Source: an optimization exercise on an open RTL-to-GDS flow (aim: small area, a short achievable clock period and few clock cycles per item). Production flows keep margins and buffers that such runs may drop.
No functional check of the RTL was part of any run shown here.

==> flow/design.v, too long to show whole: its modules and the start of the top module <==
// module psum_sequencer: 80 lines
// module macc_oreg: 26 lines
// module operand_stage: 74 lines
// module macc_unit: 85 lines
// module macc_fbgate: 19 lines
// module macc_tree: 552 lines
// module macc_fa: 4 lines
// module macc_ha: 4 lines
// module macc_fx: 8 lines
// module macc_hx: 4 lines
// module macc_xor2: 3 lines
// module macc_xnor2: 3 lines
// module macc_or2: 3 lines
// module macc_and2: 3 lines
// module macc_ao21: 3 lines
// module macc_cpa: 146 lines
// module macc_pgen: 4 lines
// module macc_gp4: 4 lines
// module macc_cg4: 5 lines
// module macc_gcell: 3 lines
// module macc_pcell: 3 lines
// module macc_control_top: 94 lines
module macc_control_top (
  input logic clk,
  input logic rst_n,
  input logic mac_begin,
  input logic acc_begin,
  input macc_pkg::len_t conv_len,
  input macc_pkg::filt_t filter_num,
  input macc_pkg::data_t weight_in,
  input macc_pkg::data_t ifmap_in,
  input macc_pkg::data_t external_psum,
  input macc_pkg::acc_t internal_psum,
  output logic mul_enable,
  output logic acc_enable,
  output macc_pkg::len_t cnt_a,
  output macc_pkg::filt_t cnt_b,
  output macc_pkg::acc_t accum_out,
  output logic psum_store,
  output logic mac_finish,
  output logic acc_finish
);
  // ...
==> flow/flow/run.sh <==
#!/bin/bash
# standard layout, with the port buffers made from the smallest plain buffer
set -euo pipefail
export BUFFER_PORTS_ARGS="-buffer_cell sky130_fd_sc_hd__buf_1"
bash standard.sh > standard_flow.log 2>&1
==> flow/standard.sh <==
#!/bin/bash
# synth_recipe.tcl (not shown) runs the flow's synth.tcl, then flattens the netlist and writes it again
# the make line also repeats each setting of config.mk as NAME=value (left out here)
make -C /OpenROAD-flow-scripts/flow DESIGN_CONFIG=/design/flow/config.mk WORK_HOME=/design/flow/orfs CLKGATE_MAP_FILE= SYNTH_SCRIPT=/design/flow/synth_recipe.tcl "${@:-finish}"
==> flow/config.mk <==
export PLATFORM = sky130hd
export DESIGN_NAME = macc_control_top
export DESIGN_NICKNAME = macc_control_top
export VERILOG_FILES = /design/flow/design.v
export SDC_FILE = /design/flow/constraint.sdc
export NUM_CORES = 4
export LEC_CHECK = 0
export CAP_MARGIN = 20
export CORE_MARGIN = 2
export CORE_UTILIZATION = 60
export CTS_CLUSTER_DIAMETER = 100
export CTS_CLUSTER_SIZE = 25
export SETUP_SLACK_MARGIN = 4.0
export SLEW_MARGIN = 20
export SYNTH_HIERARCHICAL = 1
export SYNTH_MINIMUM_KEEP_SIZE = 0
==> flow/constraint.sdc <==
create_clock -name core_clock -period 7.0 [get_ports {clk}]
set_input_delay 1.4000 -clock core_clock [delete_from_list [all_inputs] [get_ports {clk}]]
set_output_delay 1.4000 -clock core_clock [all_outputs]
set_load 0.01 [all_outputs]
==> reports/metrics.csv, run 1 <==
metric,value,unit
num ports,145,
"Avg Cell Area, Syn",11.1,sq um
area delta synth->final,1.44,%
Worst setup SP type,flip-flop,
busiest grt layer,met2,
clock latency (worst-skew pair),490,ps
Signal buf overhead,3.68,%
met2 Use GR,41.3,%
Worst Hold Launch,u_ops.acc_pipe[0],
Worst-path clk slew,100,ps
metal3 WL,1250,um
DR vias,9254,
fraction of area in registers,33.7,%
Post-Place Cells,1690,
final-layout clock buffer total,17,
"most common cell after layout, fill and taps aside",dfxtp_1,
antenna violation net count after detailed routing,0,
"commonest cells after routing, fill and taps aside","dfxtp_1 (191), xnor2_1 (149), buf_1 (144)",
outcome,timing/DRC/antenna clean,
Residual DRC,0,
DR iter-0 viols,494,
CTS max path bufs,3,
==> run 2, diff against run 1 <==
--- a/flow/design.v
+++ b/flow/design.v
@@ -428,333 +428,333 @@
   wire pp7_14 = (((one[7] & w[14]) | (two[7] & w[13])) ^ neg[7]);
   wire pp7_15 = (((one[7] & w[15]) | (two[7] & w[14])) ^ neg[7]);
   wire pp7_16 = ~(((one[7] & w[15]) | (two[7] & w[15])) ^ neg[7]);
   wire t1s, t1c;
   macc_fa u_t1s (.a(pp0[0]), .b(neg[0]), .c(sfb[0]), .s(t1s), .co(t1c));
   wire t2s, t2c;
   macc_fa u_t2s (.a(pp0[1]), .b(sfb[1]), .c(cfb[1]), .s(t2s), .co(t2c));
   wire t3s, t3c;
-  macc_fa u_t3s (.a(pp0[2]), .b(neg[1]), .c(pp1_0), .s(t3s), .co(t3c));
+  macc_fa u_t3s (.a(pp0[2]), .b(neg[1]), .c(sfb[2]), .s(t3s), .co(t3c));
   wire t4s, t4c;
-  macc_fa u_t4s (.a(sfb[2]), .b(cfb[2]), .c(t3s), .s(t4s), .co(t4c));
+  macc_fa u_t4s (.a(cfb[2]), .b(pp1_0), .c(t3s), .s(t4s), .co(t4c));
   wire t5s, t5c;
-  macc_fa u_t5s (.a(pp0[3]), .b(pp1_1), .c(sfb[3]), .s(t5s), .co(t5c));
+  macc_fa u_t5s (.a(pp0[3]), .b(sfb[3]), .c(cfb[3]), .s(t5s), .co(t5c));
   wire t6s, t6c;
-  macc_fa u_t6s (.a(cfb[3]), .b(t3c), .c(t4c), .s(t6s), .co(t6c));
+  macc_fa u_t6s (.a(pp1_1), .b(t3c), .c(t5s), .s(t6s), .co(t6c));
   wire t7s, t7c;
-  macc_fa u_t7s (.a(pp0[4]), .b(neg[2]), .c(pp1_2), .s(t7s), .co(t7c));
+  macc_fa u_t7s (.a(pp0[4]), .b(neg[2]), .c(sfb[4]), .s(t7s), .co(t7c));
   wire t8s, t8c;
-  macc_fa u_t8s (.a(pp2_0), .b(sfb[4]), .c(cfb[4]), .s(t8s), .co(t8c));
+  macc_fa u_t8s (.a(cfb[4]), .b(pp1_2), .c(pp2_0), .s(t8s), .co(t8c));
   wire t9s, t9c;
   macc_fa u_t9s (.a(t7s), .b(t5c), .c(t8s), .s(t9s), .co(t9c));
   wire t10s, t10c;
-  macc_fa u_t10s (.a(pp0[5]), .b(pp1_3), .c(pp2_1), .s(t10s), .co(t10c));
+  macc_fa u_t10s (.a(pp0[5]), .b(sfb[5]), .c(cfb[5]), .s(t10s), .co(t10c));
   wire t11s, t11c;
-  macc_fa u_t11s (.a(sfb[5]), .b(cfb[5]), .c(t7c), .s(t11s), .co(t11c));
+  macc_fa u_t11s (.a(pp1_3), .b(pp2_1), .c(t7c), .s(t11s), .co(t11c));
   wire t12s, t12c;
-  macc_fa u_t12s (.a(t8c), .b(t10s), .c(t11s), .s(t12s), .co(t12c));
+  macc_fa u_t12s (.a(t10s), .b(t8c), .c(t11s), .s(t12s), .co(t12c));
   wire t13s, t13c;
-  macc_fa u_t13s (.a(pp0[6]), .b(neg[3]), .c(pp1_4), .s(t13s), .co(t13c));
+  macc_fa u_t13s (.a(pp0[6]), .b(neg[3]), .c(sfb[6]), .s(t13s), .co(t13c));
   wire t14s, t14c;
-  macc_fa u_t14s (.a(pp2_2), .b(pp3_0), .c(sfb[6]), .s(t14s), .co(t14c));
+  macc_fa u_t14s (.a(cfb[6]), .b(pp1_4), .c(pp2_2), .s(t14s), .co(t14c));
   wire t15s, t15c;
-  macc_fa u_t15s (.a(cfb[6]), .b(t13s), .c(t10c), .s(t15s), .co(t15c));
+  macc_fa u_t15s (.a(pp3_0), .b(t13s), .c(t10c), .s(t15s), .co(t15c));
   wire t16s, t16c;
   macc_fa u_t16s (.a(t11c), .b(t14s), .c(t15s), .s(t16s), .co(t16c));
   wire t17s, t17c;
-  macc_fa u_t17s (.a(pp0[7]), .b(pp1_5), .c(pp2_3), .s(t17s), .co(t17c));
+  macc_fa u_t17s (.a(pp0[7]), .b(sfb[7]), .c(cfb[7]), .s(t17s), .co(t17c));
   wire t18s, t18c;
-  macc_fa u_t18s (.a(pp3_1), .b(sfb[7]), .c(cfb[7]), .s(t18s), .co(t18c));
+  macc_fa u_t18s (.a(pp1_5), .b(pp2_3), .c(pp3_1), .s(t18s), .co(t18c));
   wire t19s, t19c;
-  macc_fa u_t19s (.a(t13c), .b(t14c), .c(t17s), .s(t19s), .co(t19c));
+  macc_fa u_t19s (.a(t13c), .b(t17s), .c(t14c), .s(t19s), .co(t19c));
   wire t20s, t20c;
-  macc_fa u_t20s (.a(t18s), .b(t15c), .c(t16c), .s(t20s), .co(t20c));
+  macc_fa u_t20s (.a(t18s), .b(t15c), .c(t19s), .s(t20s), .co(t20c));
   wire t21s, t21c;
-  macc_fa u_t21s (.a(pp0[8]), .b(neg[4]), .c(pp1_6), .s(t21s), .co(t21c));
+  macc_fa u_t21s (.a(pp0[8]), .b(neg[4]), .c(sfb[8]), .s(t21s), .co(t21c));
   wire t22s, t22c;
-  macc_fa u_t22s (.a(pp2_4), .b(pp3_2), .c(pp4_0), .s(t22s), .co(t22c));
+  macc_fa u_t22s (.a(cfb[8]), .b(pp1_6), .c(pp2_4), .s(t22s), .co(t22c));
   wire t23s, t23c;
-  macc_fa u_t23s (.a(sfb[8]), .b(cfb[8]), .c(t21s), .s(t23s), .co(t23c));
+  macc_fa u_t23s (.a(pp3_2), .b(pp4_0), .c(t21s), .s(t23s), .co(t23c));
   wire t24s, t24c;
   macc_fa u_t24s (.a(t17c), .b(t18c), .c(t22s), .s(t24s), .co(t24c));
   wire t25s, t25c;
   macc_fa u_t25s (.a(t23s), .b(t19c), .c(t24s), .s(t25s), .co(t25c));
   wire t26s, t26c;
-  macc_fa u_t26s (.a(pp0[9]), .b(pp1_7), .c(pp2_5), .s(t26s), .co(t26c));
+  macc_fa u_t26s (.a(pp0[9]), .b(sfb[9]), .c(cfb[9]), .s(t26s), .co(t26c));
   wire t27s, t27c;
-  macc_fa u_t27s (.a(pp3_3), .b(pp4_1), .c(sfb[9]), .s(t27s), .co(t27c));
+  macc_fa u_t27s (.a(pp1_7), .b(pp2_5), .c(pp3_3), .s(t27s), .co(t27c));
   wire t28s, t28c;
-  macc_fa u_t28s (.a(cfb[9]), .b(t21c), .c(t22c), .s(t28s), .co(t28c));
+  macc_fa u_t28s (.a(pp4_1), .b(t21c), .c(t26s), .s(t28s), .co(t28c));
   wire t29s, t29c;
-  macc_fa u_t29s (.a(t23c), .b(t26s), .c(t27s), .s(t29s), .co(t29c));
+  macc_fa u_t29s (.a(t22c), .b(t23c), .c(t27s), .s(t29s), .co(t29c));
   wire t30s, t30c;
   macc_fa u_t30s (.a(t28s), .b(t24c), .c(t29s), .s(t30s), .co(t30c));
   wire t31s, t31c;
-  macc_fx u_t31s (.a(pp0[10]), .b(neg[5]), .c(pp1_8), .s(t31s), .co(t31c));
+  macc_fa u_t31s (.a(pp0[10]), .b(neg[5]), .c(sfb[10]), .s(t31s), .co(t31c));
   wire t32s, t32c;
-  macc_fa u_t32s (.a(pp2_6), .b(pp3_4), .c(pp4_2), .s(t32s), .co(t32c));
+  macc_fa u_t32s (.a(cfb[10]), .b(pp1_8), .c(pp2_6), .s(t32s), .co(t32c));
   wire t33s, t33c;
-  macc_fa u_t33s (.a(pp5_0), .b(sfb[10]), .c(cfb[10]), .s(t33s), .co(t33c));
+  macc_fa u_t33s (.a(pp3_4), .b(pp4_2), .c(pp5_0), .s(t33s), .co(t33c));
   wire t34s, t34c;
   macc_fa u_t34s (.a(t31s), .b(t26c), .c(t27c), .s(t34s), .co(t34c));
   wire t35s, t35c;
   macc_fa u_t35s (.a(t32s), .b(t33s), .c(t28c), .s(t35s), .co(t35c));
   wire t36s, t36c;
-  macc_fa u_t36s (.a(t29c), .b(t34s), .c(t35s), .s(t36s), .co(t36c));
+  macc_fa u_t36s (.a(t34s), .b(t29c), .c(t35s), .s(t36s), .co(t36c));
   wire t37s, t37c;
-  macc_fa u_t37s (.a(pp0[11]), .b(pp1_9), .c(pp2_7), .s(t37s), .co(t37c));
+  macc_fa u_t37s (.a(pp0[11]), .b(sfb[11]), .c(cfb[11]), .s(t37s), .co(t37c));
   wire t38s, t38c;
-  macc_fa u_t38s (.a(pp3_5), .b(pp4_3), .c(pp5_1), .s(t38s), .co(t38c));
+  macc_fa u_t38s (.a(pp1_9), .b(pp2_7), .c(pp3_5), .s(t38s), .co(t38c));
   wire t39s, t39c;
-  macc_fx u_t39s (.a(sfb[11]), .b(cfb[11]), .c(t31c), .s(t39s), .co(t39c));
+  macc_fa u_t39s (.a(pp4_3), .b(pp5_1), .c(t31c), .s(t39s), .co(t39c));
   wire t40s, t40c;
-  macc_fa u_t40s (.a(t32c), .b(t33c), .c(t37s), .s(t40s), .co(t40c));
+  macc_fa u_t40s (.a(t37s), .b(t32c), .c(t33c), .s(t40s), .co(t40c));
   wire t41s, t41c;
   macc_fa u_t41s (.a(t38s), .b(t39s), .c(t34c), .s(t41s), .co(t41c));
   wire t42s, t42c;
   macc_fa u_t42s (.a(t35c), .b(t40s), .c(t41s), .s(t42s), .co(t42c));
   wire t43s, t43c;
-  macc_fx u_t43s (.a(pp0[12]), .b(neg[6]), .c(pp1_10), .s(t43s), .co(t43c));
+  macc_fa u_t43s (.a(pp0[12]), .b(neg[6]), .c(sfb[12]), .s(t43s), .co(t43c));
   wire t44s, t44c;
-  macc_fa u_t44s (.a(pp2_8), .b(pp3_6), .c(pp4_4), .s(t44s), .co(t44c));
+  macc_fa u_t44s (.a(cfb[12]), .b(pp1_10), .c(pp2_8), .s(t44s), .co(t44c));
   wire t45s, t45c;
-  macc_fa u_t45s (.a(pp5_2), .b(pp6_0), .c(sfb[12]), .s(t45s), .co(t45c));
+  macc_fa u_t45s (.a(pp3_6), .b(pp4_4), .c(pp5_2), .s(t45s), .co(t45c));
   wire t46s, t46c;
-  macc_fa u_t46s (.a(cfb[12]), .b(t43s), .c(t37c), .s(t46s), .co(t46c));
+  macc_fa u_t46s (.a(pp6_0), .b(t43s), .c(t37c), .s(t46s), .co(t46c));
   wire t47s, t47c;
   macc_fa u_t47s (.a(t38c), .b(t39c), .c(t44s), .s(t47s), .co(t47c));
   wire t48s, t48c;
   macc_fa u_t48s (.a(t45s), .b(t46s), .c(t40c), .s(t48s), .co(t48c));
   wire t49s, t49c;
   macc_fa u_t49s (.a(t47s), .b(t41c), .c(t48s), .s(t49s), .co(t49c));
   wire t50s, t50c;
-  macc_fa u_t50s (.a(pp0[13]), .b(pp1_11), .c(pp2_9), .s(t50s), .co(t50c));
+  macc_fa u_t50s (.a(pp0[13]), .b(sfb[13]), .c(cfb[13]), .s(t50s), .co(t50c));
   wire t51s, t51c;
-  macc_fa u_t51s (.a(pp3_7), .b(pp4_5), .c(pp5_3), .s(t51s), .co(t51c));
+  macc_fa u_t51s (.a(pp1_11), .b(pp2_9), .c(pp3_7), .s(t51s), .co(t51c));
   wire t52s, t52c;
-  macc_fa u_t52s (.a(pp6_1), .b(sfb[13]), .c(cfb[13]), .s(t52s), .co(t52c));
+  macc_fa u_t52s (.a(pp4_5), .b(pp5_3), .c(pp6_1), .s(t52s), .co(t52c));
   wire t53s, t53c;
-  macc_fa u_t53s (.a(t43c), .b(t44c), .c(t45c), .s(t53s), .co(t53c));
+  macc_fa u_t53s (.a(t43c), .b(t50s), .c(t44c), .s(t53s), .co(t53c));
   wire t54s, t54c;
-  macc_fa u_t54s (.a(t50s), .b(t51s), .c(t52s), .s(t54s), .co(t54c));
+  macc_fa u_t54s (.a(t45c), .b(t51s), .c(t52s), .s(t54s), .co(t54c));
   wire t55s, t55c;
-  macc_fa u_t55s (.a(t46c), .b(t47c), .c(t53s), .s(t55s), .co(t55c));
+  macc_fx u_t55s (.a(t46c), .b(t53s), .c(t47c), .s(t55s), .co(t55c));
   wire t56s, t56c;
-  macc_fa u_t56s (.a(t54s), .b(t48c), .c(t55s), .s(t56s), .co(t56c));
+  macc_fx u_t56s (.a(t54s), .b(t48c), .c(t55s), .s(t56s), .co(t56c));
   wire t57s, t57c;
-  macc_fx u_t57s (.a(pp0[14]), .b(neg[7]), .c(pp1_12), .s(t57s), .co(t57c));
+  macc_fx u_t57s (.a(pp0[14]), .b(neg[7]), .c(sfb[14]), .s(t57s), .co(t57c));
   wire t58s, t58c;
-  macc_fa u_t58s (.a(pp2_10), .b(pp3_8), .c(pp4_6), .s(t58s), .co(t58c));
+  macc_fx u_t58s (.a(cfb[14]), .b(pp1_12), .c(pp2_10), .s(t58s), .co(t58c));
   wire t59s, t59c;
-  macc_fa u_t59s (.a(pp5_4), .b(pp6_2), .c(pp7_0), .s(t59s), .co(t59c));
+  macc_fx u_t59s (.a(pp3_8), .b(pp4_6), .c(pp5_4), .s(t59s), .co(t59c));
   wire t60s, t60c;
-  macc_fx u_t60s (.a(sfb[14]), .b(cfb[14]), .c(t57s), .s(t60s), .co(t60c));
+  macc_fa u_t60s (.a(pp6_2), .b(pp7_0), .c(t57s), .s(t60s), .co(t60c));
   wire t61s, t61c;
   macc_fa u_t61s (.a(t50c), .b(t51c), .c(t52c), .s(t61s), .co(t61c));
   wire t62s, t62c;
-  macc_fa u_t62s (.a(t58s), .b(t59s), .c(t60s), .s(t62s), .co(t62c));
+  macc_fx u_t62s (.a(t58s), .b(t59s), .c(t60s), .s(t62s), .co(t62c));
   wire t63s, t63c;
-  macc_fx u_t63s (.a(t53c), .b(t54c), .c(t61s), .s(t63s), .co(t63c));
+  macc_fa u_t63s (.a(t53c), .b(t54c), .c(t61s), .s(t63s), .co(t63c));
   wire t64s, t64c;
-  macc_fa u_t64s (.a(t62s), .b(t55c), .c(t63s), .s(t64s), .co(t64c));
+  macc_fx u_t64s (.a(t62s), .b(t55c), .c(t63s), .s(t64s), .co(t64c));
   wire t65s, t65c;
-  macc_fa u_t65s (.a(pp0[15]), .b(pp1_13), .c(pp2_11), .s(t65s), .co(t65c));
+  macc_fa u_t65s (.a(pp0[15]), .b(sfb[15]), .c(cfb[15]), .s(t65s), .co(t65c));
   wire t66s, t66c;
-  macc_fa u_t66s (.a(pp3_9), .b(pp4_7), .c(pp5_5), .s(t66s), .co(t66c));
+  macc_fa u_t66s (.a(pp1_13), .b(pp2_11), .c(pp3_9), .s(t66s), .co(t66c));
   wire t67s, t67c;
-  macc_fa u_t67s (.a(pp6_3), .b(pp7_1), .c(sfb[15]), .s(t67s), .co(t67c));
+  macc_fa u_t67s (.a(pp4_7), .b(pp5_5), .c(pp6_3), .s(t67s), .co(t67c));
   wire t68s, t68c;
-  macc_fx u_t68s (.a(cfb[15]), .b(t57c), .c(t58c), .s(t68s), .co(t68c));
+  macc_fx u_t68s (.a(pp7_1), .b(t57c), .c(t65s), .s(t68s), .co(t68c));
   wire t69s, t69c;
-  macc_fa u_t69s (.a(t59c), .b(t60c), .c(t65s), .s(t69s), .co(t69c));
+  macc_fa u_t69s (.a(t58c), .b(t59c), .c(t60c), .s(t69s), .co(t69c));
   wire t70s, t70c;
   macc_fx u_t70s (.a(t66s), .b(t67s), .c(t68s), .s(t70s), .co(t70c));
   wire t71s, t71c;
   macc_fx u_t71s (.a(t61c), .b(t62c), .c(t69s), .s(t71s), .co(t71c));
   wire t72s, t72c;
   macc_fa u_t72s (.a(t70s), .b(t63c), .c(t71s), .s(t72s), .co(t72c));
   wire t73s, t73c;
-  macc_xnor2 u_t73s (.a(pp0[16]), .b(pp1_14), .y(t73s));
-  macc_or2 u_t73c (.a(pp0[16]), .b(pp1_14), .y(t73c));
+  macc_xnor2 u_t73s (.a(pp0[16]), .b(sfb[16]), .y(t73s));
+  macc_or2 u_t73c (.a(pp0[16]), .b(sfb[16]), .y(t73c));
   wire t74s, t74c;
-  macc_fa u_t74s (.a(pp2_12), .b(pp3_10), .c(pp4_8), .s(t74s), .co(t74c));
+  macc_fa u_t74s (.a(cfb[16]), .b(pp1_14), .c(pp2_12), .s(t74s), .co(t74c));
   wire t75s, t75c;
-  macc_fa u_t75s (.a(pp5_6), .b(pp6_4), .c(pp7_2), .s(t75s), .co(t75c));
+  macc_fa u_t75s (.a(pp3_10), .b(pp4_8), .c(pp5_6), .s(t75s), .co(t75c));
   wire t76s, t76c;
-  macc_ha u_t76s (.a(sfb[16]), .b(cfb[16]), .s(t76s), .co(t76c));
+  macc_ha u_t76s (.a(pp6_4), .b(pp7_2), .s(t76s), .co(t76c));
   wire t77s, t77c;
-  macc_fx u_t77s (.a(t73s), .b(t76s), .c(t65c), .s(t77s), .co(t77c));
+  macc_fa u_t77s (.a(t73s), .b(t76s), .c(t65c), .s(t77s), .co(t77c));
   wire t78s, t78c;
   macc_fa u_t78s (.a(t66c), .b(t67c), .c(t74s), .s(t78s), .co(t78c));
   wire t79s, t79c;
-  macc_fa u_t79s (.a(t75s), .b(t68c), .c(t77s), .s(t79s), .co(t79c));
+  macc_fx u_t79s (.a(t75s), .b(t68c), .c(t77s), .s(t79s), .co(t79c));
   wire t80s, t80c;
-  macc_fx u_t80s (.a(t69c), .b(t70c), .c(t78s), .s(t80s), .co(t80c));
+  macc_fa u_t80s (.a(t69c), .b(t70c), .c(t78s), .s(t80s), .co(t80c));
   wire t81s, t81c;
-  macc_fa u_t81s (.a(t79s), .b(t71c), .c(t80s), .s(t81s), .co(t81c));
+  macc_fx u_t81s (.a(t79s), .b(t71c), .c(t80s), .s(t81s), .co(t81c));
   wire t82s, t82c;
-  macc_xnor2 u_t82s (.a(pp1_15), .b(pp2_13), .y(t82s));
-  macc_or2 u_t82c (.a(pp1_15), .b(pp2_13), .y(t82c));
+  macc_xnor2 u_t82s (.a(sfb[17]), .b(cfb[17]), .y(t82s));
+  macc_or2 u_t82c (.a(sfb[17]), .b(cfb[17]), .y(t82c));
   wire t83s, t83c;
-  macc_fa u_t83s (.a(pp3_11), .b(pp4_9), .c(pp5_7), .s(t83s), .co(t83c));
+  macc_fa u_t83s (.a(pp1_15), .b(pp2_13), .c(pp3_11), .s(t83s), .co(t83c));
   wire t84s, t84c;
-  macc_ha u_t84s (.a(pp6_5), .b(pp7_3), .s(t84s), .co(t84c));
+  macc_ha u_t84s (.a(pp4_9), .b(pp5_7), .s(t84s), .co(t84c));
   wire t85s, t85c;
-  macc_fx u_t85s (.a(sfb[17]), .b(cfb[17]), .c(t76c), .s(t85s), .co(t85c));
+  macc_fx u_t85s (.a(pp6_5), .b(pp7_3), .c(t73c), .s(t85s), .co(t85c));
   wire t86s, t86c;
-  macc_fx u_t86s (.a(t73c), .b(t84s), .c(t74c), .s(t86s), .co(t86c));
+  macc_fx u_t86s (.a(t76c), .b(t84s), .c(t82s), .s(t86s), .co(t86c));
   wire t87s, t87c;
-  macc_fa u_t87s (.a(t75c), .b(t82s), .c(t83s), .s(t87s), .co(t87c));
+  macc_fx u_t87s (.a(t74c), .b(t75c), .c(t83s), .s(t87s), .co(t87c));
   wire t88s, t88c;
   macc_fa u_t88s (.a(t85s), .b(t77c), .c(t86s), .s(t88s), .co(t88c));
   wire t89s, t89c;
   macc_fx u_t89s (.a(t78c), .b(t87s), .c(t79c), .s(t89s), .co(t89c));
   wire t90s, t90c;
   macc_fx u_t90s (.a(t88s), .b(t80c), .c(t89s), .s(t90s), .co(t90c));
   wire t91s, t91c;
-  macc_fa u_t91s (.a(pp1_16), .b(pp2_14), .c(pp3_12), .s(t91s), .co(t91c));
+  macc_fx u_t91s (.a(sfb[18]), .b(cfb[18]), .c(pp1_16), .s(t91s), .co(t91c));
   wire t92s, t92c;
-  macc_fa u_t92s (.a(pp4_10), .b(pp5_8), .c(pp6_6), .s(t92s), .co(t92c));
+  macc_fa u_t92s (.a(pp2_14), .b(pp3_12), .c(pp4_10), .s(t92s), .co(t92c));
   wire t93s, t93c;
-  macc_fa u_t93s (.a(pp7_4), .b(sfb[18]), .c(cfb[18]), .s(t93s), .co(t93c));
+  macc_fa u_t93s (.a(pp5_8), .b(pp6_6), .c(pp7_4), .s(t93s), .co(t93c));
   wire t94s, t94c;
-  macc_fa u_t94s (.a(t84c), .b(t82c), .c(t83c), .s(t94s), .co(t94c));
+  macc_fa u_t94s (.a(t84c), .b(t82c), .c(t91s), .s(t94s), .co(t94c));
   wire t95s, t95c;
-  macc_fa u_t95s (.a(t85c), .b(t91s), .c(t92s), .s(t95s), .co(t95c));
+  macc_fa u_t95s (.a(t83c), .b(t85c), .c(t92s), .s(t95s), .co(t95c));
   wire t96s, t96c;
-  macc_fx u_t96s (.a(t93s), .b(t86c), .c(t87c), .s(t96s), .co(t96c));
+  macc_fx u_t96s (.a(t93s), .b(t86c), .c(t94s), .s(t96s), .co(t96c));
   wire t97s, t97c;
-  macc_fx u_t97s (.a(t94s), .b(t95s), .c(t88c), .s(t97s), .co(t97c));
+  macc_fx u_t97s (.a(t87c), .b(t95s), .c(t88c), .s(t97s), .co(t97c));
   wire t98s, t98c;
   macc_fx u_t98s (.a(t96s), .b(t89c), .c(t97s), .s(t98s), .co(t98c));
   wire t99s, t99c;
-  macc_xnor2 u_t99s (.a(pp2_15), .b(pp3_13), .y(t99s));
-  macc_or2 u_t99c (.a(pp2_15), .b(pp3_13), .y(t99c));
+  macc_xnor2 u_t99s (.a(sfb[19]), .b(cfb[19]), .y(t99s));
+  macc_or2 u_t99c (.a(sfb[19]), .b(cfb[19]), .y(t99c));
   wire t100s, t100c;
-  macc_fa u_t100s (.a(pp4_11), .b(pp5_9), .c(pp6_7), .s(t100s), .co(t100c));
+  macc_fa u_t100s (.a(pp2_15), .b(pp3_13), .c(pp4_11), .s(t100s), .co(t100c));
   wire t101s, t101c;
-  macc_fa u_t101s (.a(pp7_5), .b(sfb[19]), .c(cfb[19]), .s(t101s), .co(t101c));
+  macc_fa u_t101s (.a(pp5_9), .b(pp6_7), .c(pp7_5), .s(t101s), .co(t101c));
   wire t102s, t102c;
-  macc_fa u_t102s (.a(t91c), .b(t92c), .c(t93c), .s(t102s), .co(t102c));
+  macc_fa u_t102s (.a(t91c), .b(t99s), .c(t92c), .s(t102s), .co(t102c));
   wire t103s, t103c;
-  macc_fa u_t103s (.a(t99s), .b(t100s), .c(t101s), .s(t103s), .co(t103c));
+  macc_fa u_t103s (.a(t93c), .b(t100s), .c(t101s), .s(t103s), .co(t103c));
   wire t104s, t104c;
-  macc_fa u_t104s (.a(t94c), .b(t95c), .c(t102s), .s(t104s), .co(t104c));
+  macc_fx u_t104s (.a(t94c), .b(t102s), .c(t95c), .s(t104s), .co(t104c));
   wire t105s, t105c;
-  macc_fx u_t105s (.a(t103s), .b(t96c), .c(t97c), .s(t105s), .co(t105c));
+  macc_fx u_t105s (.a(t103s), .b(t96c), .c(t104s), .s(t105s), .co(t105c));
   wire t106s, t106c;
-  macc_hx u_t106s (.a(t104s), .b(t105s), .s(t106s), .co(t106c));
+  macc_hx u_t106s (.a(t97c), .b(t105s), .s(t106s), .co(t106c));
   wire t107s, t107c;
-  macc_fa u_t107s (.a(pp2_16), .b(pp3_14), .c(pp4_12), .s(t107s), .co(t107c));
+  macc_fx u_t107s (.a(sfb[20]), .b(cfb[20]), .c(pp2_16), .s(t107s), .co(t107c));
   wire t108s, t108c;
-  macc_fa u_t108s (.a(pp5_10), .b(pp6_8), .c(pp7_6), .s(t108s), .co(t108c));
+  macc_fa u_t108s (.a(pp3_14), .b(pp4_12), .c(pp5_10), .s(t108s), .co(t108c));
   wire t109s, t109c;
-  macc_fx u_t109s (.a(sfb[20]), .b(cfb[20]), .c(t99c), .s(t109s), .co(t109c));
+  macc_fx u_t109s (.a(pp6_8), .b(pp7_6), .c(t99c), .s(t109s), .co(t109c));
   wire t110s, t110c;
-  macc_fx u_t110s (.a(t100c), .b(t101c), .c(t107s), .s(t110s), .co(t110c));
+  macc_fa u_t110s (.a(t107s), .b(t100c), .c(t101c), .s(t110s), .co(t110c));
   wire t111s, t111c;
   macc_fx u_t111s (.a(t108s), .b(t109s), .c(t102c), .s(t111s), .co(t111c));
   wire t112s, t112c;
   macc_fx u_t112s (.a(t103c), .b(t110s), .c(t111s), .s(t112s), .co(t112c));
   wire t113s, t113c;
   macc_fx u_t113s (.a(t104c), .b(t112s), .c(t105c), .s(t113s), .co(t113c));
   wire t114s, t114c;
-  macc_xnor2 u_t114s (.a(pp3_15), .b(pp4_13), .y(t114s));
-  macc_or2 u_t114c (.a(pp3_15), .b(pp4_13), .y(t114c));
+  macc_xnor2 u_t114s (.a(sfb[21]), .b(cfb[21]), .y(t114s));
+  macc_or2 u_t114c (.a(sfb[21]), .b(cfb[21]), .y(t114c));
   wire t115s, t115c;
-  macc_fa u_t115s (.a(pp5_11), .b(pp6_9), .c(pp7_7), .s(t115s), .co(t115c));
+  macc_fa u_t115s (.a(pp3_15), .b(pp4_13), .c(pp5_11), .s(t115s), .co(t115c));
   wire t116s, t116c;
-  macc_fx u_t116s (.a(sfb[21]), .b(cfb[21]), .c(t107c), .s(t116s), .co(t116c));
+  macc_fa u_t116s (.a(pp6_9), .b(pp7_7), .c(t107c), .s(t116s), .co(t116c));
   wire t117s, t117c;
-  macc_fa u_t117s (.a(t108c), .b(t114s), .c(t115s), .s(t117s), .co(t117c));
+  macc_fa u_t117s (.a(t114s), .b(t108c), .c(t115s), .s(t117s), .co(t117c));
   wire t118s, t118c;
-  macc_fa u_t118s (.a(t109c), .b(t116s), .c(t110c), .s(t118s), .co(t118c));
+  macc_fx u_t118s (.a(t109c), .b(t116s), .c(t110c), .s(t118s), .co(t118c));
   wire t119s, t119c;
   macc_fx u_t119s (.a(t117s), .b(t111c), .c(t118s), .s(t119s), .co(t119c));
   wire t120s, t120c;
   macc_ha u_t120s (.a(t112c), .b(t119s), .s(t120s), .co(t120c));
   wire t121s, t121c;
-  macc_fa u_t121s (.a(pp3_16), .b(pp4_14), .c(pp5_12), .s(t121s), .co(t121c));
+  macc_fa u_t121s (.a(sfb[22]), .b(cfb[22]), .c(pp3_16), .s(t121s), .co(t121c));
   wire t122s, t122c;
-  macc_fa u_t122s (.a(pp6_10), .b(pp7_8), .c(sfb[22]), .s(t122s), .co(t122c));
+  macc_fa u_t122s (.a(pp4_14), .b(pp5_12), .c(pp6_10), .s(t122s), .co(t122c));
   wire t123s, t123c;
-  macc_fa u_t123s (.a(cfb[22]), .b(t114c), .c(t115c), .s(t123s), .co(t123c));
+  macc_fx u_t123s (.a(pp7_8), .b(t114c), .c(t121s), .s(t123s), .co(t123c));
   wire t124s, t124c;
-  macc_fx u_t124s (.a(t121s), .b(t122s), .c(t116c), .s(t124s), .co(t124c));
+  macc_fx u_t124s (.a(t115c), .b(t122s), .c(t116c), .s(t124s), .co(t124c));
   wire t125s, t125c;
-  macc_fx u_t125s (.a(t117c), .b(t123s), .c(t124s), .s(t125s), .co(t125c));
+  macc_fx u_t125s (.a(t123s), .b(t117c), .c(t124s), .s(t125s), .co(t125c));
   wire t126s, t126c;
   macc_fx u_t126s (.a(t118c), .b(t125s), .c(t119c), .s(t126s), .co(t126c));
   wire t127s, t127c;
-  macc_xnor2 u_t127s (.a(pp4_15), .b(pp5_13), .y(t127s));
-  macc_or2 u_t127c (.a(pp4_15), .b(pp5_13), .y(t127c));
+  macc_xnor2 u_t127s (.a(sfb[23]), .b(cfb[23]), .y(t127s));
+  macc_or2 u_t127c (.a(sfb[23]), .b(cfb[23]), .y(t127c));
   wire t128s, t128c;
-  macc_fa u_t128s (.a(pp6_11), .b(pp7_9), .c(sfb[23]), .s(t128s), .co(t128c));
+  macc_fa u_t128s (.a(pp4_15), .b(pp5_13), .c(pp6_11), .s(t128s), .co(t128c));
   wire t129s, t129c;
-  macc_fa u_t129s (.a(cfb[23]), .b(t121c), .c(t122c), .s(t129s), .co(t129c));
+  macc_fa u_t129s (.a(pp7_9), .b(t121c), .c(t127s), .s(t129s), .co(t129c));
   wire t130s, t130c;
-  macc_fx u_t130s (.a(t127s), .b(t128s), .c(t123c), .s(t130s), .co(t130c));
+  macc_fa u_t130s (.a(t122c), .b(t128s), .c(t123c), .s(t130s), .co(t130c));
   wire t131s, t131c;
-  macc_fx u_t131s (.a(t124c), .b(t129s), .c(t130s), .s(t131s), .co(t131c));
+  macc_fx u_t131s (.a(t129s), .b(t124c), .c(t130s), .s(t131s), .co(t131c));
   wire t132s, t132c;
   macc_ha u_t132s (.a(t125c), .b(t131s), .s(t132s), .co(t132c));
   wire t133s, t133c;
-  macc_fa u_t133s (.a(pp4_16), .b(pp5_14), .c(pp6_12), .s(t133s), .co(t133c));
+  macc_fx u_t133s (.a(sfb[24]), .b(cfb[24]), .c(pp4_16), .s(t133s), .co(t133c));
   wire t134s, t134c;
-  macc_fa u_t134s (.a(pp7_10), .b(sfb[24]), .c(cfb[24]), .s(t134s), .co(t134c));
+  macc_fa u_t134s (.a(pp5_14), .b(pp6_12), .c(pp7_10), .s(t134s), .co(t134c));
   wire t135s, t135c;
-  macc_fa u_t135s (.a(t127c), .b(t128c), .c(t133s), .s(t135s), .co(t135c));
+  macc_fa u_t135s (.a(t127c), .b(t133s), .c(t128c), .s(t135s), .co(t135c));
   wire t136s, t136c;
   macc_fa u_t136s (.a(t134s), .b(t129c), .c(t135s), .s(t136s), .co(t136c));
   wire t137s, t137c;
-  macc_fx u_t137s (.a(t130c), .b(t131c), .c(t136s), .s(t137s), .co(t137c));
+  macc_fx u_t137s (.a(t130c), .b(t136s), .c(t131c), .s(t137s), .co(t137c));
   wire t138s, t138c;
-  macc_xnor2 u_t138s (.a(pp5_15), .b(pp6_13), .y(t138s));
-  macc_or2 u_t138c (.a(pp5_15), .b(pp6_13), .y(t138c));
+  macc_xnor2 u_t138s (.a(sfb[25]), .b(cfb[25]), .y(t138s));
+  macc_or2 u_t138c (.a(sfb[25]), .b(cfb[25]), .y(t138c));
   wire t139s, t139c;
-  macc_fa u_t139s (.a(pp7_11), .b(sfb[25]), .c(cfb[25]), .s(t139s), .co(t139c));
+  macc_fa u_t139s (.a(pp5_15), .b(pp6_13), .c(pp7_11), .s(t139s), .co(t139c));
   wire t140s, t140c;
-  macc_fa u_t140s (.a(t133c), .b(t134c), .c(t138s), .s(t140s), .co(t140c));
+  macc_fa u_t140s (.a(t133c), .b(t138s), .c(t134c), .s(t140s), .co(t140c));
   wire t141s, t141c;
   macc_fa u_t141s (.a(t139s), .b(t135c), .c(t140s), .s(t141s), .co(t141c));
   wire t142s, t142c;
   macc_ha u_t142s (.a(t136c), .b(t141s), .s(t142s), .co(t142c));
   wire t143s, t143c;
-  macc_fa u_t143s (.a(pp5_16), .b(pp6_14), .c(pp7_12), .s(t143s), .co(t143c));
+  macc_fa u_t143s (.a(sfb[26]), .b(cfb[26]), .c(pp5_16), .s(t143s), .co(t143c));
   wire t144s, t144c;
-  macc_fa u_t144s (.a(sfb[26]), .b(cfb[26]), .c(t138c), .s(t144s), .co(t144c));
+  macc_fa u_t144s (.a(pp6_14), .b(pp7_12), .c(t138c), .s(t144s), .co(t144c));
   wire t145s, t145c;
-  macc_fa u_t145s (.a(t139c), .b(t143s), .c(t144s), .s(t145s), .co(t145c));
+  macc_fa u_t145s (.a(t143s), .b(t139c), .c(t144s), .s(t145s), .co(t145c));
   wire t146s, t146c;
   macc_fa u_t146s (.a(t140c), .b(t145s), .c(t141c), .s(t146s), .co(t146c));
   wire t147s, t147c;
-  macc_xnor2 u_t147s (.a(pp6_15), .b(pp7_13), .y(t147s));
-  macc_or2 u_t147c (.a(pp6_15), .b(pp7_13), .y(t147c));
+  macc_xnor2 u_t147s (.a(sfb[27]), .b(cfb[27]), .y(t147s));
+  macc_or2 u_t147c (.a(sfb[27]), .b(cfb[27]), .y(t147c));
   wire t148s, t148c;
-  macc_fa u_t148s (.a(sfb[27]), .b(cfb[27]), .c(t143c), .s(t148s), .co(t148c));
+  macc_fa u_t148s (.a(pp6_15), .b(pp7_13), .c(t143c), .s(t148s), .co(t148c));
   wire t149s, t149c;
   macc_fa u_t149s (.a(t147s), .b(t144c), .c(t148s), .s(t149s), .co(t149c));
   wire t150s, t150c;
   macc_ha u_t150s (.a(t145c), .b(t149s), .s(t150s), .co(t150c));
   wire t151s, t151c;
-  macc_fa u_t151s (.a(pp6_16), .b(pp7_14), .c(sfb[28]), .s(t151s), .co(t151c));
+  macc_fa u_t151s (.a(sfb[28]), .b(cfb[28]), .c(pp6_16), .s(t151s), .co(t151c));
   wire t152s, t152c;
-  macc_fa u_t152s (.a(cfb[28]), .b(t147c), .c(t151s), .s(t152s), .co(t152c));
+  macc_fa u_t152s (.a(pp7_14), .b(t147c), .c(t151s), .s(t152s), .co(t152c));
   wire t153s, t153c;
   macc_fa u_t153s (.a(t148c), .b(t152s), .c(t149c), .s(t153s), .co(t153c));
   wire t154s, t154c;
-  macc_xnor2 u_t154s (.a(pp7_15), .b(sfb[29]), .y(t154s));
-  macc_or2 u_t154c (.a(pp7_15), .b(sfb[29]), .y(t154c));
+  macc_xnor2 u_t154s (.a(sfb[29]), .b(cfb[29]), .y(t154s));
+  macc_or2 u_t154c (.a(sfb[29]), .b(cfb[29]), .y(t154c));
   wire t155s, t155c;
-  macc_fa u_t155s (.a(cfb[29]), .b(t151c), .c(t154s), .s(t155s), .co(t155c));
+  macc_fa u_t155s (.a(pp7_15), .b(t151c), .c(t154s), .s(t155s), .co(t155c));
   wire t156s, t156c;
   macc_ha u_t156s (.a(t152c), .b(t155s), .s(t156s), .co(t156c));
   wire t157s, t157c;
-  macc_fa u_t157s (.a(pp7_16), .b(sfb[30]), .c(cfb[30]), .s(t157s), .co(t157c));
+  macc_fa u_t157s (.a(sfb[30]), .b(cfb[30]), .c(pp7_16), .s(t157s), .co(t157c));
   wire t158s, t158c;
   macc_fa u_t158s (.a(t154c), .b(t157s), .c(t155c), .s(t158s), .co(t158c));
   wire t159s, t159c;
   macc_xnor2 u_t159s (.a(sfb[31]), .b(cfb[31]), .y(t159s));
   macc_or2 u_t159c (.a(sfb[31]), .b(cfb[31]), .y(t159c));
   wire t160s, t160c;
   macc_ha u_t160s (.a(t157c), .b(t159s), .s(t160s), .co(t160c));
   wire t161s, t161c;
@@ -778,25 +778,25 @@
   wire t168s, t168c;
   macc_ha u_t168s (.a(t165c), .b(t167s), .s(t168s), .co(t168c));
   assign s_o[0] = cfb[0];
   assign c_o[0] = t1s;
   assign s_o[1] = t1c;
   assign c_o[1] = t2s;
   assign s_o[2] = t2c;
   assign c_o[2] = t4s;
-  assign s_o[3] = t5s;
+  assign s_o[3] = t4c;
   assign c_o[3] = t6s;
   assign s_o[4] = t6c;
   assign c_o[4] = t9s;
   assign s_o[5] = t9c;
   assign c_o[5] = t12s;
   assign s_o[6] = t12c;
   assign c_o[6] = t16s;
-  assign s_o[7] = t19s;
+  assign s_o[7] = t16c;
   assign c_o[7] = t20s;
   assign s_o[8] = t20c;
   assign c_o[8] = t25s;
   assign s_o[9] = t25c;
   assign c_o[9] = t30s;
   assign s_o[10] = t30c;
   assign c_o[10] = t36s;
   assign s_o[11] = t36c;
@@ -814,18 +814,18 @@
   assign s_o[17] = t81c;
   assign c_o[17] = t90s;
   assign s_o[18] = t90c;
   assign c_o[18] = t98s;
   assign s_o[19] = t98c;
   assign c_o[19] = t106s;
   assign s_o[20] = t106c;
   assign c_o[20] = t113s;
-  assign s_o[21] = t113c;
-  assign c_o[21] = t120s;
+  assign s_o[21] = t120s;
+  assign c_o[21] = t113c;
   assign s_o[22] = t120c;
   assign c_o[22] = t126s;
   assign s_o[23] = t132s;
   assign c_o[23] = t126c;
   assign s_o[24] = t132c;
   assign c_o[24] = t137s;
   assign s_o[25] = t142s;
   assign c_o[25] = t137c;
==> run 2 against run 1 <==
- final area increased by 0.24%
- final cell count increased by 0.88%
- die area increased by 0.36%
- sequential share of layout area decreased by 0.24 points
- hold slack improved by 12 ps
- critical endpoint unchanged
- highest routed layer unchanged
==> reports/metrics.csv, run 2 <==
metric,value,unit,change
largest net degree at the start of global routing,64,,unchanged
Nets,1642,,was 1632
Max transition margin,30.5,%,was 33.1%
Total GRT Usage,23.2,%,about the same
"most common cell after layout, fill and taps aside",dfxtp_1,,unchanged
fraction of layout cells with a size suffix above 1,6.68,%,was 6.75%
crit end category,flip-flop,,unchanged
Residual DRC,0,,unchanged
Fmax,343,MHz,was 347 MHz
vias per cell,5.42,,about the same
clock latency (worst-skew pair),500,ps,was 490 ps
core area,25000,sq um,was 24900 sq um
total clock sinks,247,,unchanged
Multi-input gate area,8780,sq um,was 8730 sq um
Mapped Area,15100,sq um,about the same
"Cell Count, Final, Fillers Out",1723,,was 1708
Synth Instances,1378,,was 1363
hold buffer count at cts,0,,unchanged
row cnt,58,,unchanged
RSZ-0062 raised after global routing,no,,unchanged
gr ovfl total,0,,unchanged
final setup vio count,0,,unchanged
postcts setup bufs,0,,unchanged
CP Max Fanout,18,,was 14
Worst-path clk slew,100,ps,about the same
hold crit path type,flip-flop to flip-flop,,unchanged
Worst-Margin Slew,1040,ps,was 1000 ps
Hold Slack,330,ps,was 318 ps
CTS tree,yes,,unchanged
clk_skew,25.1,ps,was 10.8 ps
Initial Util,60.6,%,about the same
first-pass GRT wire length,48700,um,was 48900 um
Post-Place Cells,1705,,was 1690
Chip Width,163,um,about the same
"Avg Cell Area, Syn",11.0,sq um,was 11.1 sq um
GPL Wtd Cong,0.847,,was 0.820
root buf cell,clkbuf_16,,unchanged
IO buf count,144,,unchanged
DR iter-0 viols,554,,was 494
Worst setup SP type,flip-flop,,unchanged
Final Cycle Share,41.6,%,was 41.2%
total die area,26500,sq um,was 26400 sq um
critical path type,flip-flop to flip-flop,,unchanged
Pre-antenna DRT Iters,5,,unchanged
outcome,timing/DRC/antenna clean,,unchanged
CTS max path bufs,3,,unchanged
vias in the first global route,9289,,was 9572
"commonest cells after routing, fill and taps aside","dfxtp_1 (191), xnor2_1 (149), buf_1 (144)",,unchanged
num ports,145,,unchanged
area delta synth->final,1.30,%,was 1.44%
H-tree Lvls,1,,unchanged
antenna violation net count after detailed routing,0,,unchanged
Max-Cap Viols,0,,unchanged
"Slew Viols, Final",0,,unchanged
post-route setup TNS,0,ps,unchanged
DR vias,9342,,was 9254
overall die height,163,um,about the same
fillers,2175,,was 2119
Reg area,5130,sq um,was 5150 sq um
Syn Nets,1630,,was 1620
post-CTS sizing,37,,unchanged
CTS Buf Count,13,,unchanged
antenna violations before repair,1,,was 3
final hold violations,0,,unchanged
Avg WL per Cell,17.3,um,about the same
Ys Warns,11,,unchanged
CP Data Required Time,7370,ps,about the same
Tmin final,2910,ps,was 2880 ps
drt total wl,29900,um,was 29500 um
critical path arrival,3280,ps,was 3250 ps
DP HPWL,23100,um,was 22800 um
[run 2: final timing paths]
path | startpoint | end | slack (ps) | cells past startpoint
setup reg to reg | u_mac.u_fb_lo.use_i | u_mac.c_q[12] | 4090 | 5
min in group asynchronous | rst_n | u_mac.sum_last | 920 | 1
hold reg to reg | u_ops.acc_pipe[0] | u_ops.acc_pipe[1] | 330 | 0
hold / removal | u_ops.acc_pipe[0] | u_ops.acc_pipe[1] | 330 | 0
setup / recovery | u_mac.u_fb_lo.use_i | u_mac.c_q[12] | 4090 | 5
max in group asynchronous | rst_n | u_seq.mul_en | 5620 | 1
[run 2: critical path, stage by stage (launching register included)]
cell and delay, ps:
dfxtp_2 660, a22o_1 240, fa_1 440, fa_1 490
fa_1 530, fa_1 410
[run 2: stage by stage]
stage,utilization [%],instance area [sq um],setup slack (ps)
after CTS,61.2,15300,4040
after detailed placement,59.5,14900,3660
final,61.4,15300,4090
after global placement,59.5,14900,3740
after floorplan,-,15100,4150
after global routing,61.4,15300,4000
[run 2: layout make-up]
| cell class | count | share of cell area, % |
|---|---|---|
| multi-input combinational | 959 | 57.3 |
| sequential | 247 | 33.4 |
| timing repair buffer | 147 | 3.70 |
| tap | 330 | 2.69 |
| clock buffer | 16 | 2.26 |
| inverter | 22 | 0.539 |
| clock inverter | 1 | 0.0571 |
| antenna | 1 | 0.0163 |
[run 2: layer usage]
metal	GRT usage [%]	share of wire, %	vias up
met3	3.69	4.4	38
met5	0	0.044	-
met1	31.0	45	4516
met2	39.8	48	184
li1	-	-	4602
met4	5.19	2.2	2
==> run 3, diff against run 2 <==
--- a/flow/config.mk
+++ b/flow/config.mk
@@ -10,7 +10,7 @@
 export CORE_UTILIZATION = 60
 export CTS_CLUSTER_DIAMETER = 100
 export CTS_CLUSTER_SIZE = 25
-export SETUP_SLACK_MARGIN = 4.0
+export SETUP_SLACK_MARGIN = 4.2
 export SLEW_MARGIN = 20
 export SYNTH_HIERARCHICAL = 1
 export SYNTH_MINIMUM_KEEP_SIZE = 0
==> run 3 against run 2 <==
- clock skew fell by 6.4 ps
- final cell count is 1.6% higher
- highest routed layer unchanged
==> reports/metrics.csv, run 3 <==
metric,value,unit,change
setup ws final,4210,ps,was 4090 ps
CP Data Required Time,7370,ps,about the same
Chip Width,163,um,unchanged
Crit. Startpoint,u_mac.u_fb_lo.keep,,was u_mac.u_fb_lo.use_i
"most common cell after layout, fill and taps aside",dfxtp_1,,unchanged
CTS max path bufs,3,,unchanged
Max transition margin,31.9,%,was 30.5%
fraction of layout cells with a size suffix above 1,9.87,%,was 6.68%
root buf cell,clkbuf_16,,unchanged
outcome,timing/DRC/antenna clean,,unchanged
row cnt,58,,unchanged
final hold violations,0,,unchanged
DP Worst Slack,3730,ps,was 3660 ps
IO buf count,144,,unchanged
H-tree Lvls,1,,unchanged
Worst-path clk slew,100,ps,about the same
first-pass GRT wire length,49800,um,was 48700 um
Pre-antenna DRT Iters,5,,unchanged
R2R Setup Slk,4210,ps,was 4090 ps
CTS Buf Count,13,,unchanged
Tmin final,2790,ps,was 2910 ps
CP Max Fanout,36,,was 18
reg2reg start,u_mac.u_fb_lo.keep,,was u_mac.u_fb_lo.use_i
Worst Hold Launch,u_ops.acc_pipe[0],,unchanged
overall die height,163,um,unchanged
DP HPWL,23100,um,about the same
Worst setup SP type,flip-flop,,unchanged
Final Cycle Share,39.8,%,was 41.6%
antenna violation net count after detailed routing,0,,unchanged
post-route setup TNS,0,ps,unchanged
Nets,1667,,was 1642
area delta synth->final,4.03,%,was 1.30%
Mapped Area,15100,sq um,unchanged
GPL Wtd Cong,0.844,,was 0.847
hold buffer count at cts,0,,unchanged
vias in the first global route,9720,,was 9289
gr ovfl total,0,,unchanged
"commonest cells after routing, fill and taps aside","dfxtp_1 (191), xnor2_1 (149), buf_1 (144)",,unchanged
Residual DRC,0,,unchanged
Synth Instances,1378,,unchanged
final core utilization,63.1,%,was 61.4%
Total GRT Usage,23.5,%,was 23.2%
largest net degree at the start of global routing,64,,unchanged
Ys Warns,11,,unchanged
CTS tree,yes,,unchanged
R2R depth,6,,was 5
num ports,145,,unchanged
final setup vio count,0,,unchanged
core area,25000,sq um,unchanged
crit end category,flip-flop,,unchanged
Avg WL per Cell,17.3,um,about the same
Syn Nets,1630,,unchanged
DR iter-0 viols,500,,was 554
Fmax,359,MHz,was 343 MHz
total die area,26500,sq um,unchanged
vias per cell,5.42,,about the same
RSZ-0062 raised after global routing,yes,,was no
Initial Util,60.6,%,unchanged
Worst setup endpoint,u_mac.c_q[12],,unchanged
RR Endpoint,u_mac.c_q[12],,unchanged
hold crit path type,flip-flop to flip-flop,,unchanged
DR vias,9480,,was 9342
antenna violations before repair,2,,was 1
clock latency (worst-skew pair),500,ps,about the same
drt total wl,30300,um,was 29900 um
"Avg Cell Area, Syn",11.0,sq um,unchanged
Worst-Margin Slew,1020,ps,was 1040 ps
Max-Cap Viols,0,,unchanged
total clock sinks,247,,unchanged
clk_skew,18.6,ps,was 25.1 ps
critical path arrival,3160,ps,was 3280 ps
critical path type,flip-flop to flip-flop,,unchanged
"Slew Viols, Final",0,,unchanged
-- run 3: critical path, cell delays in order, from the launching register on --
cell,delay [ps]
dfxtp_1,340
buf_12,170
a22o_1,250
fa_1,500
fa_1,430
fa_1,520
fa_1,420
-- run 3: repair_timing --
action | 4_1_cts | 5_1_grt
cloned | 0 | 1
setup buffers | 0 | 22
gates resized for setup | 63 | 39
endpoints found under the setup margin | 41 | 31
pin swaps | 0 | 11
-- run 3: layer usage --
layer  global-route usage (%)  wire length, um  part of all wire [%]  vias to the layer above
li1                         -                -                     -                     4645
met1                     31.0            13500                    45                     4581
met2                     40.0            14400                    48                      201
met3                     3.67             1370                   4.5                       51
met4                     7.20              953                   3.1                        2
met5                        0               12                 0.040                        -
-- run 3: how the worst min path moves through the flow --
stage | end | slack, ps | cells past startpoint
final | u_ops.acc_pipe[1] | 330 | 0
after global routing | u_ops.first_pipe[1] | 350 | 0
after CTS | u_ops.acc_pipe[1] | 330 | 0
after detailed placement | u_ops.acc_pipe[1] | 310 | 0
after global placement | u_ops.first_pipe[1] | 310 | 0
after floorplan | u_ops.acc_pipe[1] | 310 | 0
-- run 3: stage by stage --
step                hold WS (ps)  area [sq um]  instances
detailed placement           312         14900       1707
global placement             311         14900       1707
global route                 346         15700       1749
finish                       331         15700       1750
floorplan                    310         15100       1378
CTS                          332         15400       1725
-- run 3: area by class of cell --
type                    instances  area, sq um
clock buffers                  17          350
flip-flops and latches        247         5170
well taps                     330          413
inverters                      22         82.6
fillers                      2124         9220
clock inverters                 1         8.76
multi-input cells             959         8900
repair buffers                172          810
diodes                          2         5.00
==> module macc_unit, before the edit <==
module macc_unit (
  input logic clk,
  input logic rst_n,
  input logic keep_d,  
  input logic use_i_d,  
  input logic op_last,
  input logic op_end,
  input logic run_acc,
  input macc_pkg::data_t op_w,
  input logic [16:0] op_pp0,
  input logic [7:0] op_one,
  input logic [7:0] op_two,
  input logic [7:0] op_neg,
  input macc_pkg::acc_t op_i,
  output macc_pkg::acc_t accum_out,
  output logic psum_store,
  output logic mac_finish,
  output logic acc_finish
);
  logic [(2*16 + 4)-1:0] s_q;  
  logic [(2*16 + 4)-1:0] c_q;
  logic [(2*16 + 4)-1:0] s_fb;
  logic [(2*16 + 4)-1:0] c_fb;
  logic [(2*16 + 4)-1:0] s_d;
  logic [(2*16 + 4)-1:0] c_d;
  logic [(2*16 + 4)-1:0] sum;
  logic sum_last;
  logic sum_end;
  macc_fbgate u_fb_lo (
    .clk (clk),
    .keep_d (keep_d),
    .use_i_d (use_i_d),
    .s_q (s_q[17:0]),
    .c_q (c_q[17:0]),
    .op_i (op_i[17:0]),
    .s_fb (s_fb[17:0]),
    .c_fb (c_fb[17:0])
  );
  macc_fbgate u_fb_hi (
    .clk (clk),
    .keep_d (keep_d),
    .use_i_d (use_i_d),
    .s_q (s_q[35:18]),
    .c_q (c_q[35:18]),
    .op_i (op_i[35:18]),
    .s_fb (s_fb[35:18]),
    .c_fb (c_fb[35:18])
  );
  macc_tree u_tree (
    .w (op_w),
    .pp0 (op_pp0),
    .one (op_one),
    .two (op_two),
    .neg (op_neg),
    .sfb (s_fb),
    .cfb (c_fb),
    .s_o (s_d),
    .c_o (c_d)
  );
  macc_cpa u_cpa (
    .a (s_q),
    .b (c_q),
    .y (sum)
  );
  always_ff @(posedge clk) begin
    s_q <= s_d;
    c_q <= c_d;
    accum_out <= sum;
  end
  always_ff @(posedge clk or negedge rst_n) begin
    if (!rst_n) begin
      sum_last <= 1'b0;
      sum_end <= 1'b0;
      psum_store <= 1'b0;
      mac_finish <= 1'b0;
      acc_finish <= 1'b0;
    end else begin
      sum_last <= op_last;
      sum_end <= op_end;
      psum_store <= sum_last;
      mac_finish <= sum_end & ~run_acc;
      acc_finish <= sum_end & run_acc;
    end
  end
endmodule
==> module macc_fbgate, before the edit <==
module macc_fbgate (
  input logic clk,
  input logic keep_d,
  input logic use_i_d,
  input logic [17:0] s_q,
  input logic [17:0] c_q,
  input logic [17:0] op_i,
  output logic [17:0] s_fb,
  output logic [17:0] c_fb
);
  logic keep;
  logic use_i;
  always_ff @(posedge clk) begin
    keep <= keep_d;
    use_i <= use_i_d;
  end
  assign s_fb = (s_q & {18{keep}}) | (op_i & {18{use_i}});
  assign c_fb = c_q & {18{keep}};
endmodule
==> run 4, diff against run 3 <==
--- a/flow/design.v
+++ b/flow/design.v
@@ -222,26 +222,18 @@
   logic [(2*16 + 4)-1:0] sum;
   logic sum_last;
   logic sum_end;
-  macc_fbgate u_fb_lo (
-    .clk (clk),
-    .keep_d (keep_d),
-    .use_i_d (use_i_d),
-    .s_q (s_q[17:0]),
-    .c_q (c_q[17:0]),
-    .op_i (op_i[17:0]),
-    .s_fb (s_fb[17:0]),
-    .c_fb (c_fb[17:0])
-  );
-  macc_fbgate u_fb_hi (
-    .clk (clk),
-    .keep_d (keep_d),
-    .use_i_d (use_i_d),
-    .s_q (s_q[35:18]),
-    .c_q (c_q[35:18]),
-    .op_i (op_i[35:18]),
-    .s_fb (s_fb[35:18]),
-    .c_fb (c_fb[35:18])
-  );
+  for (genvar q = 0; q < 4; q++) begin : g_fb
+    macc_fbgate u_fb (
+      .clk (clk),
+      .keep_d (keep_d),
+      .use_i_d (use_i_d),
+      .s_q (s_q[9*q+8:9*q]),
+      .c_q (c_q[9*q+8:9*q]),
+      .op_i (op_i[9*q+8:9*q]),
+      .s_fb (s_fb[9*q+8:9*q]),
+      .c_fb (c_fb[9*q+8:9*q])
+    );
+  end
   macc_tree u_tree (
     .w (op_w),
     .pp0 (op_pp0),
@@ -283,11 +275,11 @@
   input logic clk,
   input logic keep_d,
   input logic use_i_d,
-  input logic [17:0] s_q,
-  input logic [17:0] c_q,
-  input logic [17:0] op_i,
-  output logic [17:0] s_fb,
-  output logic [17:0] c_fb
+  input logic [8:0] s_q,
+  input logic [8:0] c_q,
+  input logic [8:0] op_i,
+  output logic [8:0] s_fb,
+  output logic [8:0] c_fb
 );
   logic keep;
   logic use_i;
@@ -295,8 +287,8 @@
     keep <= keep_d;
     use_i <= use_i_d;
   end
-  assign s_fb = (s_q & {18{keep}}) | (op_i & {18{use_i}});
-  assign c_fb = c_q & {18{keep}};
+  assign s_fb = (s_q & {9{keep}}) | (op_i & {9{use_i}});
+  assign c_fb = c_q & {9{keep}};
 endmodule
 module macc_tree (
   input  logic [15:0] w,
==> run 4 against run 3 <==
- worst setup slack improved by 13 ps
- still clean on timing, DRC and antenna
- critical endpoint is now u_mac.c_q[15]
- clock skew increased by 11 ps
- flip-flop and latch count increased by 4
==> reports/metrics.csv, run 4 <==
metric,value,unit,change
CTS max path bufs,3,,unchanged
DR iter-0 viols,505,,was 500
GPL Wtd Cong,0.861,,was 0.844
total clock sinks,251,,was 247
Nets,1683,,was 1667
CTS tree,yes,,unchanged
Mapped Area,15200,sq um,was 15100 sq um
Worst-Margin Slew,755,ps,was 1020 ps
fillers,2088,,was 2124
"Slew Viols, Final",0,,unchanged
core area,25000,sq um,about the same
Fmax,360,MHz,was 359 MHz
fraction of layout cells with a size suffix above 1,11.3,%,was 9.87%
DR vias,9674,,was 9480
first-pass GRT wire length,50600,um,was 49800 um
hold path endpoint,u_ops.acc_pipe[1],,unchanged
Initial Util,60.7,%,was 60.6%
clock latency (worst-skew pair),510,ps,was 500 ps
CTS Buf Count,14,,was 13
hold crit path type,flip-flop to flip-flop,,unchanged
Ys Warns,11,,unchanged
final hold violations,0,,unchanged
DP Area,14900,sq um,about the same
design area,15900,sq um,was 15700 sq um
final setup vio count,0,,unchanged
antenna violation net count after detailed routing,0,,unchanged
hold depth,0,,unchanged
num ports,145,,unchanged
DP HPWL,23300,um,was 23100 um
RR Endpoint,u_mac.c_q[15],,was u_mac.c_q[12]
Tmin final,2780,ps,was 2790 ps
R2R depth,6,,unchanged
gr ovfl total,0,,unchanged
R2R Setup Slk,4220,ps,was 4210 ps
root buf cell,clkbuf_16,,unchanged
Pre-antenna DRT Iters,5,,unchanged
post-route setup TNS,0,ps,unchanged
Max-Cap Viols,0,,unchanged
Syn Nets,1634,,was 1630
Avg WL per Cell,17.8,um,was 17.3 um
Synth Instances,1382,,was 1378
Worst setup SP type,flip-flop,,unchanged
Total GRT Usage,24.0,%,was 23.5%
critical path arrival,3150,ps,was 3160 ps
Worst-path clk slew,90,ps,was 100 ps
clk_skew,29.3,ps,was 18.6 ps
Worst Hold Launch,u_ops.acc_pipe[0],,unchanged
IO buf count,144,,unchanged
RSZ-0062 raised after global routing,yes,,unchanged
"most common cell after layout, fill and taps aside",dfxtp_1,,unchanged
critical path type,flip-flop to flip-flop,,unchanged
CP Max Fanout,14,,was 36
largest net degree at the start of global routing,66,,was 64
total die area,26600,sq um,was 26500 sq um
vias in the first global route,9746,,was 9720
Max transition margin,49.6,%,was 31.9%
hold buffer count at cts,0,,unchanged
crit end category,flip-flop,,unchanged
CP Data Required Time,7380,ps,was 7370 ps
"commonest cells after routing, fill and taps aside","dfxtp_1 (191), xnor2_1 (149), buf_1 (144)",,unchanged
outcome,timing/DRC/antenna clean,,unchanged
area delta synth->final,4.84,%,was 4.03%
Final Cycle Share,39.6,%,was 39.8%
reg2reg start,u_ops.op_w[6],,was u_mac.u_fb_lo.keep
H-tree Lvls,1,,unchanged
"Avg Cell Area, Syn",11.0,sq um,about the same
Chip Width,163,um,about the same
overall die height,163,um,about the same
drt total wl,31500,um,was 30300 um
vias per cell,5.47,,was 5.42
antenna violations before repair,5,,was 2
Residual DRC,0,,unchanged
row cnt,58,,unchanged
run 4: cell types whose count changed in the layout (fill, tap and decap cells not counted), moves of 3 or more:
cell / change
dfxtp_4: +4
fa_1: -5
xor2_2: +3
xor2_1: -3
buf_4: +15
fa_2: +5
run 4: critical path, cell delays in order (launching register included):
cell	delay [ps]
dfxtp_4	490
a22oi_2	130
xnor2_1	300
fa_2	500
fa_2	380
fa_2	390
fa_1	450
run 4: how the worst max path moves through the flow:
| stage | from | to | cells past startpoint |
|---|---|---|---|
| 6_report | u_ops.op_w[6] | u_mac.c_q[15] | 6 |
| 5_1_grt | u_ops.op_w[11] | u_mac.c_q[15] | 9 |
| 4_1_cts | u_ops.op_w[2] | u_mac.c_q[15] | 6 |
| 3_5_place_dp | u_ops.op_neg[3] | u_mac.c_q[15] | 5 |
| 3_3_place_gp | u_ops.op_neg[1] | u_mac.c_q[12] | 5 |
| 2_1_floorplan | u_ops.op_one[3] | u_mac.c_q[15] | 9 |
run 4: per-layer routing:
layer / vias up / routed length, um / share of wire (%) / track usage, %
met5: - / 0 / 0 / 0
met4: 0 / 709 / 2.3 / 6.36
met3: 33 / 1980 / 6.3 / 5.26
met2: 256 / 14200 / 45 / 38.3
met1: 4694 / 14600 / 46 / 33.2
li1: 4691 / - / - / -
run 4: metrics by stage:
stage          setup WS (ps)  util, %  std cells  hold WS [ps]
5_1_grt                 4120     63.6       1766           341
3_5_place_dp            3720     59.7       1708           313
2_1_floorplan           4210        -       1382           310
4_1_cts                 4160     61.7       1728           337
6_report                4220     63.6       1769           335
3_3_place_gp            3740     59.7       1708           310
run 4: repair_timing:
action | 4_1_cts | 5_1_grt
setup endpoints to repair | 42 | 32
buffers inserted | 0 | 37
gates resized for setup | 63 | 47
pin swaps | 0 | 16
run 4: layout make-up:
class                   instances  area (sq um)  share of cell area [%]
multi-input cells             959          8910                    55.9
flip-flops and latches        251          5270                    33.1
repair buffers                183           846                    5.31
well taps                     330           413                    2.59
clock buffers                  16           358                    2.25
inverters                      22          82.6                   0.518
clock inverters                 4          46.3                   0.291
diodes                          4          10.0                  0.0628

-- static timing again, ports no longer ideal --
In the flow no input, the clock included, has a driving cell. The finished layouts below were timed again as built, in two steps.
Step 1, drivers: a clkbuf_16 drives clk and a buf_2 each remaining input, both assumed.
Step 2 moves the port delays by t, midway between the first and last clock arrival at a register: inputs arrive t later, outputs are due t later. That takes back most of the time a late clock gives input paths.
Slacks: no drivers / after step 1 / after step 2; pairs: no drivers / after step 1.
| run | t, ns | slack for setup (ns) | worst slew at a driven data input, ns | pins driven straight from the clock port |
|---|---|---|---|---|
| run 1 | 0.532 | 4.117 / 4.117 / 4.117 | 0.07 | 1 |
| run 2 | 0.534 | 4.087 / 4.087 / 4.087 | 0.06 | 1 |
| run 3 | 0.534 | 4.212 / 4.212 / 4.212 | 0.08 | 1 |
| run 4 | 0.547 | 4.225 / 4.225 / 4.225 | 0.08 | 1 |
After both steps setup and hold are still met in every run listed.
